Context: an optimization exercise on an open-source flow, tuned for small area. The choices shown serve that exercise and are no tape-out recipe.
The RTL was checked by simulation tests, not by an equivalence proof against the original design.
Power figures rest on the tool's default switching activity, not on a simulated workload.

**flow/design.v**
```verilog
package keccak_pkg;
    localparam int LANE_W = 64;
    localparam int RATE_SHAKE128 = 1344;
    localparam int RATE_SHAKE256 = 1088;
    localparam int DEPTH_SHAKE128 = RATE_SHAKE128 / LANE_W;
    localparam int DEPTH_SHAKE256 = RATE_SHAKE256 / LANE_W;
    typedef logic [1:0] mode_t;
    localparam mode_t SHAKE128_MODE = 2'b00;
    localparam mode_t SHAKE256_MODE = 2'b01;
    typedef logic [4:0]               lane_count_t;
    typedef logic [31:0]              out_size_t;
    typedef logic [31:0]              msg_len_t;
    typedef logic [RATE_SHAKE128-1:0] rate_block_t;
    localparam logic [7:0] DOMAIN_PAD = 8'h1F;
    localparam logic [7:0] FINAL_PAD  = 8'h80;
    function automatic logic [LANE_W-1:0] byte_swap(input logic [LANE_W-1:0] word);
        logic [LANE_W-1:0] swapped;
        integer i;
        for (i = 0; i < LANE_W / 8; i = i + 1) begin
            swapped[8*i +: 8] = word[LANE_W-8-8*i +: 8];
        end
        byte_swap = swapped;
    endfunction
endpackage
`timescale 1ns/1ns
module keccak_load_top #(
    parameter int W = 64
) (
    input  logic                    clk,
    input  logic                    rst_n,
    input  logic                    start,
    input  logic                    data_valid,
    input  logic [W-1:0]            data_in,
    output logic                    need_data,
    output logic                    block_valid,
    output logic                    last_block,
    output keccak_pkg::rate_block_t block_out,
    output keccak_pkg::mode_t       operation_mode,
    output keccak_pkg::out_size_t   output_size,
    output logic                    busy,
    output logic                    done
);
    logic [1:0] state;
    logic [1:0] mode_reg;
    logic [27:0] size_reg;
    logic [25:0] words_hi;
    logic        rem_nz;
    logic [2:0]  rem_bytes;
    logic        pad_pending;
    logic [4:0]  fill_cnt;
    logic [21*W-1:0] lanes;
    logic header_load, load_enable, buffer_full, last_lane, last_input_block;
    logic hi_zero, msg_done, last_word, partial_word, fresh_domain, m256;
    logic [W-1:0] word;
    assign busy        = state[0];
    assign block_valid = state[0] & state[1];
    assign done        = ~state[0] & state[1];
    assign header_load = start & ~state[0];
    assign m256        = ~mode_reg[1] & mode_reg[0];
    assign hi_zero   = (words_hi == '0);
    assign msg_done  = hi_zero & ~rem_nz;
    assign last_word = hi_zero ? rem_nz : ((words_hi == 26'd1) & ~rem_nz);
    assign need_data   = state[0] & ~state[1] & ~msg_done;
    assign load_enable = state[0] & ~state[1] & (msg_done | data_valid);
    assign last_lane   = fill_cnt[4] & (m256 | fill_cnt[2]);
    assign buffer_full = load_enable & last_lane;
    assign partial_word = last_word & (rem_bytes != 3'd0);
    assign fresh_domain = msg_done & pad_pending;
    assign last_input_block = last_lane & (~pad_pending | partial_word | fresh_domain);
    assign operation_mode = header_load ? data_in[62:61] : mode_reg;
    assign output_size    = {4'b0000, size_reg};
    always_comb begin
        for (int j = 0; j < 8; j++) begin
            logic keep, dom;
            keep = ~msg_done & (~partial_word | (3'(j) < rem_bytes));
            dom  = (j == 0) ? fresh_domain : (partial_word & (rem_bytes == 3'(j)));
            word[8*j +: 8] = (keep ? data_in[W-8-8*j +: 8] : 8'h00)
                           | (dom ? keccak_pkg::DOMAIN_PAD : 8'h00)
                           | (((j == 7) && last_input_block) ? keccak_pkg::FINAL_PAD : 8'h00);
        end
    end
    always_ff @(posedge clk or negedge rst_n) begin
        if (!rst_n) begin
            state <= 2'b00;
        end else if (state[0]) begin
            if (state[1]) state <= last_block ? 2'b10 : 2'b01;
            else if (buffer_full) state <= 2'b11;
        end else begin
            state <= start ? 2'b01 : 2'b00;
        end
    end
    always_ff @(posedge clk or negedge rst_n) begin
        if (!rst_n) begin
            last_block <= 1'b0;
            mode_reg   <= 2'b00;
            size_reg   <= '0;
        end else if (header_load) begin
            last_block <= 1'b0;
            mode_reg   <= data_in[62:61];
            size_reg   <= data_in[59:32];
        end else if (buffer_full) begin
            last_block <= last_input_block;
        end
    end
    always_ff @(posedge clk) begin
        if (header_load) begin
            words_hi    <= data_in[31:6];
            rem_nz      <= (data_in[5:0] != 6'd0);
            rem_bytes   <= data_in[5:3];
            pad_pending <= 1'b1;
            fill_cnt    <= '0;
        end else if (load_enable) begin
            if (hi_zero) rem_nz <= 1'b0;
            else words_hi <= words_hi - 1'b1;
            if (partial_word | fresh_domain) pad_pending <= 1'b0;
            fill_cnt <= last_lane ? 5'd0 : fill_cnt + 1'b1;
        end
    end
    always_ff @(posedge clk) begin
        if (load_enable) begin
            for (int k = 0; k < 20; k++) begin
                lanes[W*k +: W] <= (k == 16 && m256) ? word : lanes[W*(k+1) +: W];
            end
            lanes[W*20 +: W] <= m256 ? '0 : word;
        end
    end
    assign block_out = lanes;
endmodule
```
**flow/run.sh**
```bash
#!/bin/bash
# synth_recipe.tcl (not shown) runs the flow's synth.tcl, then flattens the netlist and writes it again
# the make line also repeats each setting of config.mk as NAME=value (left out here)
make -C /OpenROAD-flow-scripts/flow DESIGN_CONFIG=/design/flow/config.mk WORK_HOME=/design/flow/orfs CLKGATE_MAP_FILE= SYNTH_SCRIPT=/design/flow/synth_recipe.tcl finish
```
**flow/config.mk**
```make
export PLATFORM = sky130hd
export DESIGN_NAME = keccak_load_top
export DESIGN_NICKNAME = keccak_load_top
export VERILOG_FILES = /design/flow/design.v
export SDC_FILE = /design/flow/constraint.sdc
export NUM_CORES = 4
export LEC_CHECK = 0
export CAP_MARGIN = 20
export CORE_AREA = 10 10 420 420
export DIE_AREA = 0 0 430 430
export PLACE_DENSITY = 0.7
export SLEW_MARGIN = 20
```
**flow/constraint.sdc**
```tcl
create_clock -name core_clock -period 6.0 [get_ports {clk}]
set_input_delay 1.2000 -clock core_clock [delete_from_list [all_inputs] [get_ports {clk}]]
set_output_delay 1.2000 -clock core_clock [all_outputs]
set_load 0.01 [all_outputs]
```
==> flow_metrics.py, run 1 <==
metrics = {
    "status": {
        "status": "complete, no violations",
    },
    "clock_tree": {
        "holdBufCountCts": 0,
        "path_clk_slew_ns": 0.06,
        "cts_setup_buffers": 0,
        "cts_sinks": 1413,
        "clock_path_buffers": 3,
        "cts_htree_levels": 4,
        "clockRootBuffer": "clkbuf_16",
        "insertion_delay_ns": 0.81,
        "cts_resized": 0,
        "cts_tree": "yes",
        "cts_inserted_buffers": 150,
    },
    "synthesis": {
        "yosysUniqueCellTypes": 56,
        "seq_area_frac_synth_pct": 93.0,
        "async_flop_share_pct": 2.34,
        "yosysWarnings": 1,
        "syn_inst": 2025,
        "ys_ff_latch": 1413,
        "synth_edf_count": 1374,
        "synth_area_per_cell_sq_um": 22.4,
        "synth_top_area_share_pct": 90.9,
        "ys_top_cells_by_count": "edfxtp_1, nand2_1, o21ai_0",
        "yosysTopAreaCell": "edfxtp_1",
        "syn_area_sq_um": 45400,
        "synth.most_common_cell": "edfxtp_1",
        "yosys-top-cells-area": "edfxtp_1, dfrtp_1, nand2_1, o21ai_0, a21oi_1",
        "synth-main-ff-cell": "edfxtp_1",
    },
    "placement": {
        "portBuffers": 1446,
        "place_ws_ns": 1.60,
        "dpl-instance-area_sq_um": 62900,
        "hpwl_mm": 164,
        "gp_congestion": 0.950,
    },
    "die": {
        "row_count": 150,
        "die_w_microns": 430,
        "initial_core_util_pct": 27.1,
        "io_pins": 1451,
        "coreArea_sq_um": 167000,
        "dieHeight_microns": 430,
        "dieArea_sq_um": 185000,
    },
    "worst_setup_path": {
        "path_max_fanout": 21,
        "crit_chain": "clkdlybuf4s50_1, nand2b_2, inv_2, nand2_1, nand2_1, clkdlybuf4s50_1",
        "worstPathArrival_ns": 3.20,
        "cp-start-kind": "primary input",
        "slowest_stage": "clkdlybuf4s50_1",
        "required_ns": 4.80,
        "crit_family": "buffers and inverters",
        "path_buf_inv": 3,
        "cpPeakStageDelay_ns": 0.56,
        "endpoint_kind": "primary output",
        "critical_path_class": "primary input to primary output",
    },
    "drt": {
        "detail-route-antenna-nets": 0,
        "top_layer": "met5",
        "viasPerCell": 4.57,
        "first_pass_iters": 6,
        "wl_met3_mm": 24.0,
        "routedLengthMet1_mm": 75.1,
        "num_vias": 27172,
        "drcViolationCount": 0,
        "drt_iter0_drc": 3515,
        "wire_per_inst_microns": 33.9,
        "wl_met2_mm": 97.0,
        "totalWireLength_mm": 202,
    },
    "global_route": {
        "grt_max_degree": 165,
        "antenna_found_initial": 19,
        "grt_pass1_vias": 26165,
        "gr-total-overflow": 0,
        "grt_pass1_wl_mm": 258,
        "grt_util_all_layers_pct": 20.8,
    },
    "min_path": {
        "hp-class": "flop to flop",
    },
    "layout": {
        "stdcell_area_sq_um": 67900,
        "area_growth_pct": 49.7,
        "nNetsFinal": 3687,
        "largest_reg_flops": 1344,
        "drive_gt1_share_pct": 7.86,
        "utilization_pct": 40.6,
    },
    "sta": {
        "finalHoldViolations": 0,
        "drv_slew": 0,
        "clock.fmax_mhz": 227,
        "relSlewSlack_pct": 32.4,
        "finalSetupViolCount": 0,
        "finalWorstSetupSlack_ns": 1.60,
        "finalCritPeriodShare_pct": 73.3,
        "worst_pin_slew_ns": 1.00,
        "skew_ns": 0.0245,
        "finalSetupTns_ns": 0,
        "fin_crit_ns": 4.40,
        "rsz0062_at_grt": "no",
    },
    "pwr": {
        "irDropWorstVdd_mv": 0.378,
        "power_leakage_uw": 0.0235,
        "cellPowerDensity_nw_per_um2": 487,
    },
    "run": {
        "drv_cap": 0,
    },
}
-- kinds of logic (layout without fill, tap and decap cells) --
kind of cell / after synthesis / after routing / synth area share [%]
xor gates and xnor gates: 23 / 23 / 0.444
adders and majority gates: 4 / 4 / 0.110
buffers and inverters: 57 / 1768 / 0.507
DFF: 1413 / 1413 / 93.0
and+or+nand+nor: 358 / 358 / 3.80
other: 1 / 11 / 0.00826
AOI/OAI and AO/OA: 167 / 167 / 2.11
muxes: 2 / 2 / 0.0469
-- cell usage in the layout (no fill, tap or decap), types with 6 or more instances in the layout --
cell type and instances:
a21oi_1 60, a21o_1 6, and2_1 8, nor2_1 56, dfxtp_1 6, nor3_1 7, clkinv_2 28, nand2b_1 9
inv_6 7, clkdlybuf4s50_1 1445, buf_4 28, clkinv_8 7, clkinvlp_4 8, bufinv_16 17, dfrtp_1 33, buf_12 10
clkinv_1 23, xnor2_1 7, nand3_1 17, o21ai_0 62, or3_1 6, a211oi_1 7, edfxtp_1 1374, clkbuf_1 25
and3_1 18, clkbuf_16 152, xor2_1 16, inv_1 6, nand2_1 191, diode_2 7
-- path summary, 6_finish.rpt --
| check | from | endpoint | slack, ns | cells after the start |
|---|---|---|---|---|
| setup / recovery | start | operation_mode[1] | 1.60 | 6 |
| hold / removal | lanes[156] | lanes[92] | 0.44 | 0 |
| hold reg to reg | lanes[156] | lanes[92] | 0.44 | 0 |
| setup reg to reg | words_hi[4] | lanes[1145] | 2.13 | 6 |
| max in group asynchronous | rst_n | size_reg[9] | 4.92 | 1 |
| min in group asynchronous | rst_n | size_reg[17] | 0.51 | 1 |
-- metrics by stage --
step / std cells / power (uW) / hold slack (ns)
finish: 5950 / 33100 / 0.441
global route: 5943 / 34100 / 0.447
CTS: 5943 / 33400 / 0.429
detailed placement: 5667 / 23800 / 0.431
global placement: 5666 / 23700 / 0.428
floorplan: 2028 / 18000 / 0.452
-- power breakdown --
part	switching [uW]	internal, uW
clock	4060	5460
combinational	4240	3540
sequential	1830	14000
total	10100	23000
-- metal layers --
layer	GRT usage (%)	vias up
met1	24.8	14069
met3	8.77	227
li1	-	11123
met2	33.9	1743
met4	6.43	10
met5	0	-
-- final cells by class --
cell class                 instances  area [sq um]
antenna                            7          17.5
fill                           14851         99300
sequential                      1413         42200
clock buffer                     178          3910
timing repair buffer            1485         14900
clock inverter                    98          1110
multi-input combinational        558          3020
inverter                           7          26.3
tap                             2204          2760
-- worst reg2reg max path, delay by kind of cell (launching register included) --
kind / cells / cell delay [ns]
compound gates: 1 / 0.29
simple gates: 3 / 1.74
flops: 1 / 0.46
buf+inv: 2 / 0.98
==> run 2, diff against run 1 <==
--- a/flow/design.v
+++ b/flow/design.v
@@ -52,5 +52,4 @@
     logic header_load, load_enable, buffer_full, last_lane, last_input_block;
     logic hi_zero, msg_done, last_word, partial_word, fresh_domain, m256;
-    logic [W-1:0] word;
     assign busy        = state[0];
     assign block_valid = state[0] & state[1];
@@ -70,12 +69,18 @@
     assign operation_mode = header_load ? data_in[62:61] : mode_reg;
     assign output_size    = {4'b0000, size_reg};
+    logic [W-1:0] in16, in20;
     always_comb begin
         for (int j = 0; j < 8; j++) begin
             logic keep, dom;
+            logic [7:0] pad;
             keep = ~msg_done & (~partial_word | (3'(j) < rem_bytes));
             dom  = (j == 0) ? fresh_domain : (partial_word & (rem_bytes == 3'(j)));
-            word[8*j +: 8] = (keep ? data_in[W-8-8*j +: 8] : 8'h00)
-                           | (dom ? keccak_pkg::DOMAIN_PAD : 8'h00)
-                           | (((j == 7) && last_input_block) ? keccak_pkg::FINAL_PAD : 8'h00);
+            pad  = (dom ? keccak_pkg::DOMAIN_PAD : 8'h00)
+                 | (((j == 7) && last_input_block) ? keccak_pkg::FINAL_PAD : 8'h00);
+            in16[8*j +: 8] = ({8{keep & m256}} & data_in[W-8-8*j +: 8])
+                           | ({8{~m256}} & lanes[W*17 + 8*j +: 8])
+                           | ({8{m256}} & pad);
+            in20[8*j +: 8] = ({8{keep & ~m256}} & data_in[W-8-8*j +: 8])
+                           | ({8{~m256}} & pad);
         end
     end
@@ -118,9 +123,12 @@
     end
     always_ff @(posedge clk) begin
+        lanes[0 +: W] <= lanes[W +: W];
+    end
+    always_ff @(posedge clk) begin
         if (load_enable) begin
-            for (int k = 0; k < 20; k++) begin
-                lanes[W*k +: W] <= (k == 16 && m256) ? word : lanes[W*(k+1) +: W];
+            for (int k = 1; k < 20; k++) begin
+                lanes[W*k +: W] <= (k == 16) ? in16 : lanes[W*(k+1) +: W];
             end
-            lanes[W*20 +: W] <= m256 ? '0 : word;
+            lanes[W*20 +: W] <= in20;
         end
     end
==> flow/flow/run.sh (new file) <==
#!/bin/bash
# Standard ORFS layout (the standard.sh, standard synthesis unchanged) with two changes:
#  - the port buffers on every input and output use the smallest buffer, buf_1, instead of
#    the resizer's default pick (clkdlybuf4s50_1);
#  - clock tree synthesis clusters up to 15 flip-flops within 50 um per clkbuf_8 leaf buffer and inserts no
#    dummy loads, instead of one clkbuf_16 per ~10 flip-flops plus dummy loads.
set -euo pipefail
export BUFFER_PORTS_ARGS="-buffer_cell sky130_fd_sc_hd__buf_1"
export CTS_ARGS="-sink_clustering_enable -repair_clock_nets -dont_use_dummy_load -sink_clustering_size 15 -sink_clustering_max_diameter 50 -buf_list sky130_fd_sc_hd__clkbuf_8"
bash standard.sh > standard_flow.log 2>&1
==> flow/standard.sh (new file) <==
#!/bin/bash
# synth_recipe.tcl (not shown) runs the flow's synth.tcl, then flattens the netlist and writes it again
# the make line also repeats each setting of config.mk as NAME=value (left out here)
make -C /OpenROAD-flow-scripts/flow DESIGN_CONFIG=/design/flow/config.mk WORK_HOME=/design/flow/orfs CLKGATE_MAP_FILE= SYNTH_SCRIPT=/design/flow/synth_recipe.tcl "${@:-finish}"
removed: flow/run.sh
==> run 2 against run 1 <==
Compared with the run above: largest cell class unchanged; largest power group unchanged; highest routed layer is now met4; worst setup slack lost 0.28 ns; clock power down 45%; final area down 19%; non-clock buffer count is 18 lower; critical path type is now flop to primary output.
==> flow_metrics.py, run 2 <==
metrics = {
    "worst_setup_path": {
        "crit_chain": "or4_1, or4b_1, nor2_2, a21oi_1, buf_1",
        "worstPathArrival_ns": 3.48,
        "required_ns": 4.80,
        "crit_family": "simple AND/OR/NAND/NOR gates",
        "critical_path_class": "flop to primary output",
        "ff2ff_path_depth": 6,
        "endpoint_kind": "primary output",
        "slowest_stage": "or4_1",
        "path_max_fanout": 6,
        "cp-start-kind": "flop",
        "cp.depth": 5,
        "path_buf_inv": 1,
        "cpPeakStageDelay_ns": 0.70,
    },
    "placement": {
        "hpwl_mm": 167,
        "portBuffers": 1446,
        "place_ws_ns": 2.11,
        "gp_congestion": 0.982,
        "dpl-instance-area_sq_um": 53000,
    },
    "status": {
        "status": "complete, no violations",
    },
    "global_route": {
        "grt_max_degree": 176,
        "antenna_found_initial": 28,
        "grt_pass1_wl_mm": 256,
        "grt_util_all_layers_pct": 20.7,
        "gr-total-overflow": 0,
        "grt_pass1_vias": 25665,
    },
    "sta": {
        "worst_pin_slew_ns": 1.06,
        "finalWorstSetupSlack_ns": 1.32,
        "skew_ns": 0.123,
        "fin_crit_ns": 4.68,
        "relSlewSlack_pct": 29.3,
        "rsz0062_at_grt": "no",
        "finalSetupViolCount": 0,
        "clock.fmax_mhz": 214,
        "finalSetupTns_ns": 0,
        "finalHoldViolations": 0,
        "hold-worst-slack_ns": 0.296,
        "finalCritPeriodShare_pct": 78.0,
        "drv_slew": 0,
    },
    "clock_tree": {
        "holdBufCountCts": 0,
        "path_clk_slew_ns": 0.08,
        "clockRootBuffer": "clkbuf_8",
        "cts_sinks": 1413,
        "cts_tree": "yes",
        "cts_setup_buffers": 0,
        "cts_htree_levels": 4,
        "cts_inserted_buffers": 143,
        "insertion_delay_ns": 0.89,
        "cts_resized": 0,
        "clock_path_buffers": 3,
    },
    "min_path": {
        "hold_depth": 0,
        "hp-class": "flop to flop",
    },
    "synthesis": {
        "synth-main-ff-cell": "edfxtp_1",
        "ys_top_cells_by_count": "edfxtp_1, nand2_1, dfxtp_1",
        "ys_ff_latch": 1413,
        "async_flop_share_pct": 2.34,
        "seq_area_frac_synth_pct": 93.0,
        "yosys-top-cells-area": "edfxtp_1, dfxtp_1, dfrtp_1, nand2_1, a221o_1",
        "yosysWarnings": 1,
        "synth_edf_count": 1310,
        "yosysUniqueCellTypes": 54,
        "synth.most_common_cell": "edfxtp_1",
        "syn_area_sq_um": 44700,
        "syn_inst": 1952,
        "synth_area_per_cell_sq_um": 22.9,
        "yosysTopAreaCell": "edfxtp_1",
        "synth_top_area_share_pct": 88.0,
    },
    "run": {
        "drv_cap": 0,
    },
    "die": {
        "io_pins": 1451,
        "die_w_microns": 430,
        "coreArea_sq_um": 167000,
        "initial_core_util_pct": 26.7,
        "row_count": 150,
        "dieArea_sq_um": 185000,
        "dieHeight_microns": 430,
    },
    "layout": {
        "drive_gt1_share_pct": 5.23,
        "final_cell_mix": "buf_1, edfxtp_1, nand2_1, clkbuf_8, dfxtp_1",
        "nNetsFinal": 3595,
        "final_common_cell": "buf_1",
        "largest_reg_flops": 1344,
        "area_growth_pct": 23.0,
        "stdcell_area_sq_um": 55000,
        "utilization_pct": 32.9,
    },
    "pwr": {
        "power_leakage_uw": 0.0180,
        "irDropWorstVdd_mv": 0.313,
        "cellPowerDensity_nw_per_um2": 537,
    },
    "drt": {
        "totalWireLength_mm": 202,
        "drt_iter0_drc": 3556,
        "viasPerCell": 4.68,
        "first_pass_iters": 6,
        "wire_per_inst_microns": 35.2,
        "drcViolationCount": 0,
        "num_vias": 26883,
        "detail-route-antenna-nets": 0,
    },
}
==> run 2: worst register-to-register path: stages (launching register included) <==
cell and delay [ns]:
edfxtp_1 0.44, or4_1 0.70, nor4b_4 0.48, a31oi_1 0.36, nor2_4 0.25, buf_12 0.38
buf_12 0.64
==> run 2: final cells by class <==
class	instances	area, sq um
antenna	14	35.0
fill	16191	112000
tap	2204	2760
clock buffer	143	1970
sequential	1413	41600
timing repair buffer	1467	5690
inverter	4	15.0
multi-input combinational	494	2990
==> run 2: cell families after synthesis <==
| family | after synthesis | synth area share (%) |
|---|---|---|
| multiplexers | 5 | 0.112 |
| XOR/XNOR | 22 | 0.431 |
| buffers and inverters | 48 | 0.448 |
| adder cells (fa/ha/maj) | 4 | 0.112 |
| AND/OR/NAND/NOR | 298 | 3.27 |
| other | 1 | 0.00839 |
| AO/OA/AOI/OAI | 161 | 2.66 |
| flip-flops | 1413 | 93.0 |
==> run 2: report_power, final <==
part | internal, uW | switching [uW]
clock network | 2110 | 3100
logic | 1480 | 5140
registers | 14900 | 2790
==> run 2: worst paths after layout <==
| check | start | end | slack (ns) |
|---|---|---|---|
| setup / recovery | words_hi[19] | need_data | 1.32 |
| hold / removal | lanes[79] | lanes[15] | 0.30 |
| setup reg to reg | words_hi[19] | lanes[793] | 2.04 |
| hold reg to reg | lanes[79] | lanes[15] | 0.30 |
| max in group asynchronous | rst_n | size_reg[4] | 4.87 |
| min in group asynchronous | rst_n | state[1] | 0.46 |
==> run 2: per-stage QoR <==
step | std cells | power [uW]
after floorplan | 1955 | 18500
after global placement | 5582 | 24500
after detailed placement | 5582 | 24600
after CTS | 5725 | 29800
after global routing | 5728 | 30600
final | 5739 | 29600
==> run 2: routing by layer <==
layer  global-route usage, %  share of wire [%]  routed length (microns)
met5                       0                  0                        0
met4                    7.72                3.8                     7690
met3                    7.81                 11                    22200
met2                    33.3                 47                    95400
met1                    25.2                 38                    76700
==> run 3, diff against run 2 <==
==> flow/flow/run.sh (replaced) <==
#!/bin/bash
# Standard ORFS layout (the standard.sh, standard synthesis unchanged) with three changes:
#  - the port buffers on every input and output use the smallest buffer, buf_1, instead of
#    the resizer's default pick (clkdlybuf4s50_1);
#  - pins may sit one routing track apart instead of two, so that all 1451 ports fit on the
#    edge of the smaller die set in config.mk;
#  - clock tree synthesis clusters up to 15 flip-flops within 50 um per clkbuf_8 leaf buffer
#    and inserts no dummy loads, instead of one clkbuf_16 per ~10 flip-flops plus dummy loads.
# The full make output goes to standard_flow.log; ORFS keeps each step's log under orfs/logs.
set -euo pipefail
export BUFFER_PORTS_ARGS="-buffer_cell sky130_fd_sc_hd__buf_1"
export PLACE_PINS_ARGS="-min_distance 1 -min_distance_in_tracks"
export CTS_ARGS="-sink_clustering_enable -repair_clock_nets -dont_use_dummy_load -sink_clustering_size 15 -sink_clustering_max_diameter 50 -buf_list sky130_fd_sc_hd__clkbuf_8"
bash standard.sh > standard_flow.log 2>&1
--- a/flow/config.mk
+++ b/flow/config.mk
@@ -7,6 +7,6 @@
 export LEC_CHECK = 0
 export CAP_MARGIN = 20
-export CORE_AREA = 10 10 420 420
-export DIE_AREA = 0 0 430 430
+export CORE_AREA = 10 10 310 310
+export DIE_AREA = 0 0 320 320
 export PLACE_DENSITY = 0.7
 export SLEW_MARGIN = 20
==> run 3 against run 2 <==
Compared with the run above: still clean; fmax is 5.6% higher; core utilization rose by 27 points; clock skew shrank 0.061 ns; global-route usage increased by 8.5 points; synthesized area stayed put; register-to-register slack got worse by 0.07 ns; first-iteration DRC count shrank 3.4%; final area decreased by 3.0%; die area shrank 45%; sequential power shrank 5%; synthesized cell count is the same; critical path type unchanged; largest power group unchanged.
==> flow_metrics.py, run 3 <==
metrics = {
    "sta": {
        "rsz0062_at_grt": "no",
        "clock.fmax_mhz": 226,
        "finalSetupTns_ns": 0,
        "relSlewSlack_pct": 24.7,
        "drv_slew": 0,
        "hold-worst-slack_ns": 0.355,
        "finalCritPeriodShare_pct": 73.9,
        "fin_crit_ns": 4.43,
        "worst_pin_slew_ns": 1.13,
        "finalHoldViolations": 0,
        "skew_ns": 0.0620,
        "finalWorstSetupSlack_ns": 1.57,
        "finalSetupViolCount": 0,
    },
    "clock_tree": {
        "clock_path_buffers": 3,
        "cts_inserted_buffers": 119,
        "cts_tree": "yes",
        "insertion_delay_ns": 0.82,
        "path_clk_slew_ns": 0.09,
        "holdBufCountCts": 0,
        "clockRootBuffer": "clkbuf_8",
        "cts_htree_levels": 3,
        "cts_setup_buffers": 0,
        "cts_resized": 0,
        "cts_sinks": 1413,
    },
    "die": {
        "initial_core_util_pct": 50.4,
        "dieArea_sq_um": 102000,
        "io_pins": 1451,
        "die_w_microns": 320,
        "dieHeight_microns": 320,
        "coreArea_sq_um": 88800,
        "row_count": 109,
    },
    "min_path": {
        "hp-start": "lanes[91]",
        "hold_depth": 0,
        "min_to": "lanes[27]",
        "hp-class": "flop to flop",
    },
    "pwr": {
        "power_leakage_uw": 0.0178,
        "cellPowerDensity_nw_per_um2": 529,
        "irDropWorstVdd_mv": 0.313,
    },
    "worst_setup_path": {
        "ff2ff_path_depth": 6,
        "r2r_slack_ns": 1.97,
        "startpoint": "words_hi[18]",
        "critical_path_class": "flop to primary output",
        "cp-start-kind": "flop",
        "path_max_fanout": 6,
        "rr_startpoint": "words_hi[18]",
        "r2r_end": "lanes[283]",
        "endpoint_kind": "primary output",
        "worstPathArrival_ns": 3.23,
        "required_ns": 4.80,
    },
    "synthesis": {
        "synth.most_common_cell": "edfxtp_1",
        "yosysWarnings": 1,
        "yosysTopAreaCell": "edfxtp_1",
        "synth_edf_count": 1310,
        "synth_top_area_share_pct": 88.0,
        "yosysUniqueCellTypes": 54,
        "syn_inst": 1952,
        "ys_ff_latch": 1413,
        "async_flop_share_pct": 2.34,
        "seq_area_frac_synth_pct": 93.0,
        "syn_area_sq_um": 44700,
        "yosys-top-cells-area": "edfxtp_1, dfxtp_1, dfrtp_1, nand2_1, a221o_1",
        "ys_top_cells_by_count": "edfxtp_1, nand2_1, dfxtp_1",
        "synth-main-ff-cell": "edfxtp_1",
        "synth_area_per_cell_sq_um": 22.9,
    },
    "global_route": {
        "grt_util_all_layers_pct": 29.2,
        "gr-total-overflow": 0,
        "met1_usage_pct": 30.9,
        "grtUsageMet2_pct": 42.7,
        "grt-busiest-layer": "met2",
        "antenna_found_initial": 12,
        "grt_pass1_vias": 25627,
        "grt_max_degree": 195,
        "grt_util_met3_pct": 13.4,
        "grt_pass1_wl_mm": 207,
    },
    "drt": {
        "viasPerCell": 5.61,
        "totalWireLength_mm": 155,
        "wire_per_inst_microns": 33.2,
        "num_vias": 26172,
        "drcViolationCount": 0,
        "drt_iter0_drc": 3435,
        "first_pass_iters": 6,
        "detail-route-antenna-nets": 0,
    },
    "placement": {
        "gp_congestion": 1.03,
        "dpl-instance-area_sq_um": 51700,
        "place_ws_ns": 2.02,
        "portBuffers": 1446,
        "hpwl_mm": 118,
    },
    "layout": {
        "final_common_cell": "buf_1",
        "area_growth_pct": 19.3,
        "fillCellCount": 6591,
        "drive_gt1_share_pct": 4.44,
        "stdcell_area_sq_um": 53300,
        "seq_area_sq_um": 41600,
        "largest_reg_flops": 1344,
        "multi_input_area_sq_um": 2980,
        "final_cell_mix": "buf_1, edfxtp_1, nand2_1, clkbuf_8, dfxtp_1",
        "nNetsFinal": 3567,
    },
    "run": {
        "drv_cap": 0,
    },
    "status": {
        "status": "complete, no violations",
    },
}
## run 3: changes by cell type in the layout (fill, tap and decap cells not counted)
cell / delta
clkbuf_8: -24
buf_4: -4
diode_2: -3
nor4_1: +1
nor4_2: -1
## run 3: logic make-up after synthesis
family / after synthesis / synth area share, %
multiplexers: 5 / 0.112
AND/OR/NAND/NOR: 298 / 3.27
other: 1 / 0.00839
flip-flops: 1413 / 93.0
AO/OA/AOI/OAI: 161 / 2.66
buffers and inverters: 48 / 0.448
XOR/XNOR: 22 / 0.431
adder cells (fa/ha/maj): 4 / 0.112
## run 3: area by class of cell
type | instances | area share (%)
diodes | 11 | 0.0516
clock buffers | 119 | 3.07
inverters | 4 | 0.0281
multi-input cells | 494 | 5.59
flip-flops and latches | 1413 | 77.9
well taps | 1165 | 2.73
repair buffers | 1463 | 10.6
## run 3: metal layers
| layer | part of all wire (%) | routed length (microns) |
|---|---|---|
| met5 | 0.16 | 254 |
| met4 | 11 | 16800 |
| met3 | 12 | 18700 |
| met2 | 45 | 69600 |
| met1 | 32 | 49700 |
## run 3: per-stage QoR
step | cells | power [uW] | util [%]
2_1_floorplan | 1955 | 18500 | -
3_3_place_gp | 4539 | 23300 | 58.2
3_5_place_dp | 4539 | 23500 | 58.2
4_1_cts | 4658 | 28000 | 60.1
5_1_grt | 4666 | 29100 | 60.1
6_report | 4669 | 28200 | 60.1
## run 3: power by group
part	leakage, uW	switching, uW	total (uW)	internal [uW]
combinational	0.00324	5370	6850	1480
sequential	0.0137	1860	16800	14900
clock	0.000856	2850	4600	1760
## run 3: worst max-delay path: stages, from the launching register on
cell      delay, ns
edfxtp_1       0.46
or4_1          0.70
or4b_1         0.65
nor2_2         0.33
a21oi_1        0.12
buf_1          0.19
## run 3: how the worst max path moves through the flow
| stage | end | slack (ns) | cells past startpoint |
|---|---|---|---|
| after CTS | need_data | 1.55 | 5 |
| final | need_data | 1.57 | 5 |
| after detailed placement | words_hi[7] | 2.02 | 5 |
| after global routing | need_data | 1.43 | 5 |
| after global placement | words_hi[7] | 2.07 | 5 |
| after floorplan | words_hi[0] | -15.69 | 6 |
==> run 4, diff against run 3 <==
==> flow/flow/run.sh (replaced) <==
#!/bin/bash
# Standard ORFS layout (the standard.sh, standard synthesis unchanged) with three changes:
#  - the port buffers on every input and output use the smallest buffer, buf_1, instead of
#    the resizer's default pick (clkdlybuf4s50_1);
#  - pins may sit one routing track apart instead of two, so that all 1451 ports fit on the
#    edge of the smaller die set in config.mk;
#  - clock tree synthesis clusters up to 18 flip-flops within 55 um per clkbuf_8 leaf buffer
#    and inserts no dummy loads, instead of one clkbuf_16 per ~10 flip-flops plus dummy loads.
# The full make output goes to standard_flow.log; ORFS keeps each step's log under orfs/logs.
set -euo pipefail
export BUFFER_PORTS_ARGS="-buffer_cell sky130_fd_sc_hd__buf_1"
export PLACE_PINS_ARGS="-min_distance 1 -min_distance_in_tracks"
export CTS_ARGS="-sink_clustering_enable -repair_clock_nets -dont_use_dummy_load -sink_clustering_size 18 -sink_clustering_max_diameter 55 -buf_list sky130_fd_sc_hd__clkbuf_8"
bash standard.sh > standard_flow.log 2>&1
==> run 4 against run 3 <==
Compared with the run above: flip-flop and latch count unchanged; synthesized area did not move; worst setup slack better by 0.0091 ns; fmax up 0.21%; hold slack better by 0.020 ns; final area down 0.34%; power decreased by 0.99%; register-to-register slack improved by 0.04 ns; core utilization shrank 0.20 points; clock power decreased by 5.0%; critical endpoint unchanged.
==> flow_metrics.py, run 4 <==
metrics = {
    "worst_setup_path": {
        "setup.worst_path.end": "need_data",
        "endpoint_kind": "primary output",
        "cp.depth": 5,
        "cp-start-kind": "flop",
        "slowest_stage": "or4_1",
        "ff2ff_path_depth": 6,
        "rr_startpoint": "words_hi[18]",
        "path_max_fanout": 6,
        "crit_chain": "or4_1, or4b_1, nor2_2, a21oi_1, buf_1",
        "cpPeakStageDelay_ns": 0.70,
        "required_ns": 4.80,
        "crit_family": "simple AND/OR/NAND/NOR gates",
        "startpoint": "words_hi[18]",
        "r2r_end": "lanes[153]",
        "critical_path_class": "flop to primary output",
        "r2r_slack_ns": 2.01,
        "path_buf_inv": 1,
        "worstPathArrival_ns": 3.22,
    },
    "pwr": {
        "internal_power_uw": 17900,
        "power_leakage_uw": 0.0177,
        "irDropWorstVdd_mv": 0.328,
        "clockPowerShare_pct": 15.6,
        "power.share.sequential_pct": 60.0,
        "p_switching_uw": 9980,
        "cellPowerDensity_nw_per_um2": 525,
        "p_comb_share_pct": 24.4,
        "swShare_pct": 35.7,
    },
    "sta": {
        "finalCritPeriodShare_pct": 73.7,
        "fin_crit_ns": 4.42,
        "relSlewSlack_pct": 30.3,
        "drv_slew": 0,
        "skew_ns": 0.0798,
        "finalHoldViolations": 0,
        "rsz0062_at_grt": "no",
        "finalSetupViolCount": 0,
        "finalSetupTns_ns": 0,
        "worst_pin_slew_ns": 1.05,
        "clock.fmax_mhz": 226,
    },
    "layout": {
        "nNetsFinal": 3554,
        "final_cell_mix": "buf_1, edfxtp_1, nand2_1, clkbuf_8, dfxtp_1",
        "largest_reg_flops": 1344,
        "final_common_cell": "buf_1",
        "seq_area_sq_um": 41600,
        "area_growth_pct": 18.9,
        "multi_input_area_sq_um": 2980,
        "fillCellCount": 6626,
        "post_layout_nonfiller_instances": 4655,
        "drive_gt1_share_pct": 4.08,
    },
    "synthesis": {
        "yosys-top-cells-area": "edfxtp_1, dfxtp_1, dfrtp_1, nand2_1, a221o_1",
        "async_flop_share_pct": 2.34,
        "synth_top_area_share_pct": 88.0,
        "synth-main-ff-cell": "edfxtp_1",
        "yosysWarnings": 1,
        "seq_area_frac_synth_pct": 93.0,
        "yosysTopAreaCell": "edfxtp_1",
        "ys_ff_latch": 1413,
        "synth_edf_count": 1310,
        "syn_inst": 1952,
        "ys_top_cells_by_count": "edfxtp_1, nand2_1, dfxtp_1",
        "syn_area_sq_um": 44700,
        "synth_area_per_cell_sq_um": 22.9,
        "yosysUniqueCellTypes": 54,
        "synth.most_common_cell": "edfxtp_1",
    },
    "clock_tree": {
        "path_clk_slew_ns": 0.08,
        "cts_tree": "yes",
        "cts_sinks": 1413,
        "cts_htree_levels": 3,
        "clock_path_buffers": 3,
        "cts_resized": 0,
        "holdBufCountCts": 0,
        "cts_inserted_buffers": 106,
        "insertion_delay_ns": 0.79,
        "cts_setup_buffers": 0,
        "clockRootBuffer": "clkbuf_8",
    },
    "placement": {
        "dp.cells": 4539,
        "gp_congestion": 1.03,
        "hpwl_mm": 118,
        "portBuffers": 1446,
    },
    "global_route": {
        "antenna_found_initial": 14,
        "grt_util_met3_pct": 13.4,
        "grt_max_degree": 195,
        "grtUsageMet2_pct": 42.6,
        "grt_util_all_layers_pct": 28.9,
        "grt-busiest-layer": "met2",
        "grt_pass1_wl_mm": 206,
        "met1_usage_pct": 30.3,
        "grt_pass1_vias": 25529,
        "gr-total-overflow": 0,
    },
    "die": {
        "coreArea_sq_um": 88800,
        "row_count": 109,
        "io_pins": 1451,
        "dieArea_sq_um": 102000,
        "die_w_microns": 320,
        "dieHeight_microns": 320,
        "initial_core_util_pct": 50.4,
    },
    "status": {
        "status": "complete, no violations",
    },
    "min_path": {
        "hp-class": "flop to flop",
    },
    "drt": {
        "wire_per_inst_microns": 33.1,
        "detail-route-antenna-nets": 0,
        "num_vias": 26099,
        "drt_iter0_drc": 3459,
        "totalWireLength_mm": 154,
        "first_pass_iters": 5,
        "viasPerCell": 5.61,
        "drcViolationCount": 0,
    },
    "run": {
        "drv_cap": 0,
    },
}
run 4: how the worst min path moves through the flow:
stage                           from         end  slack [ns]  depth (start not counted)
after global routing      lanes[972]  lanes[908]        0.38                          0
final                      lanes[69]    lanes[5]        0.37                          0
after detailed placement  lanes[119]   lanes[55]        0.35                          0
after global placement     lanes[66]    lanes[2]        0.35                          0
after CTS                  lanes[86]   lanes[22]        0.38                          0
after floorplan            lanes[64]    lanes[0]        0.42                          0
run 4: layout make-up:
type | instances | area share [%]
diodes | 10 | 0.0471
clock buffers | 106 | 2.74
inverters | 4 | 0.0282
multi-input cells | 494 | 5.61
flip-flops and latches | 1413 | 78.2
well taps | 1165 | 2.74
repair buffers | 1463 | 10.6
run 4: per-stage QoR:
stage	power [uW]	area, sq um	hold WS, ns	utilization, %	setup WS, ns
floorplan	18500	44700	0.416	-	-15.69
global placement	23300	51700	0.349	58.2	2.07
detailed placement	23500	51700	0.354	58.2	2.02
CTS	27700	53100	0.375	59.9	1.56
global route	28900	53200	0.381	59.9	1.44
finish	27900	53200	0.375	59.9	1.58
run 4: kinds of logic after synthesis:
| kind of cell | Yosys count | synth area share [%] |
|---|---|---|
| and+or+nand+nor | 298 | 3.27 |
| other | 1 | 0.00839 |
| buffers and inverters | 48 | 0.448 |
| xor gates and xnor gates | 22 | 0.431 |
| adders and majority gates | 4 | 0.112 |
| muxes | 5 | 0.112 |
| AOI/OAI and AO/OA | 161 | 2.66 |
| DFF | 1413 | 93.0 |
run 4: metal layers:
metal	vias up	routed length, microns
li1	10614	-
met1	12758	48600
met2	2062	69700
met3	653	18900
met4	12	16800
met5	-	157
run 4: power by group through the flow:
stage / Combinational (uW) / Sequential [uW] / Clock [uW]
2_1_floorplan: 1340 / 17200 / 0
3_3_place_gp: 6530 / 16700 / 0
3_5_place_dp: 6580 / 16900 / 0
4_1_cts: 6580 / 16700 / 4450
5_1_grt: 7090 / 17000 / 4790
6_report: 6820 / 16700 / 4370
run 4: worst register-to-register path: cells and delay by family, from the launching register on:
kind	cells	cell delay, ns
AND/OR/NAND/NOR	3	1.39
buffers and inverters	2	1.24
flip-flops	1	0.46
AO/OA/AOI/OAI	1	0.34

## what the ideal ports hide
The results above use ideal ports. As a check the final layouts listed here were re-extracted and re-timed, cells and wires unchanged. Step 1 sets driving cells, clkbuf_16 on the clock port and buf_2 on the other inputs (assumed; they add their load-dependent delay and slew). Step 2 adds t to the input delays and takes it off the output delays; t is the mean of the earliest and latest rising clock arrival at the registers after step 1. Input paths then give back, and output paths get back, about the clock's delay inside the block. a / b / c = ideal ports / drivers / drivers and shift; a / b = the first two.
| run | t (ns) | setup slack, ns | latest minus earliest clock arrival (ns) | worst register clock-pin slew, ns | worst data-port slew with drivers (ns) |
|---|---|---|---|---|---|
| run 1 | 0.881 | 1.599 / 1.567 / 1.567 | 0.030 / 0.030 | 0.07 / 0.07 | 0.15 |
| run 2 | 0.920 | 1.318 / 1.235 / 2.039 | 0.137 / 0.137 | 0.10 / 0.10 | 0.11 |
| run 3 | 0.839 | 1.568 / 1.505 / 1.960 | 0.091 / 0.091 | 0.10 / 0.10 | 0.16 |
| run 4 | 0.818 | 1.577 / 1.513 / 2.005 | 0.085 / 0.085 | 0.11 / 0.11 | 0.16 |
After both steps setup and hold are still met in every run listed. The setup slack of run 1, which loses most, moves by -0.032 ns with the drivers and by -0.032 ns with both steps.
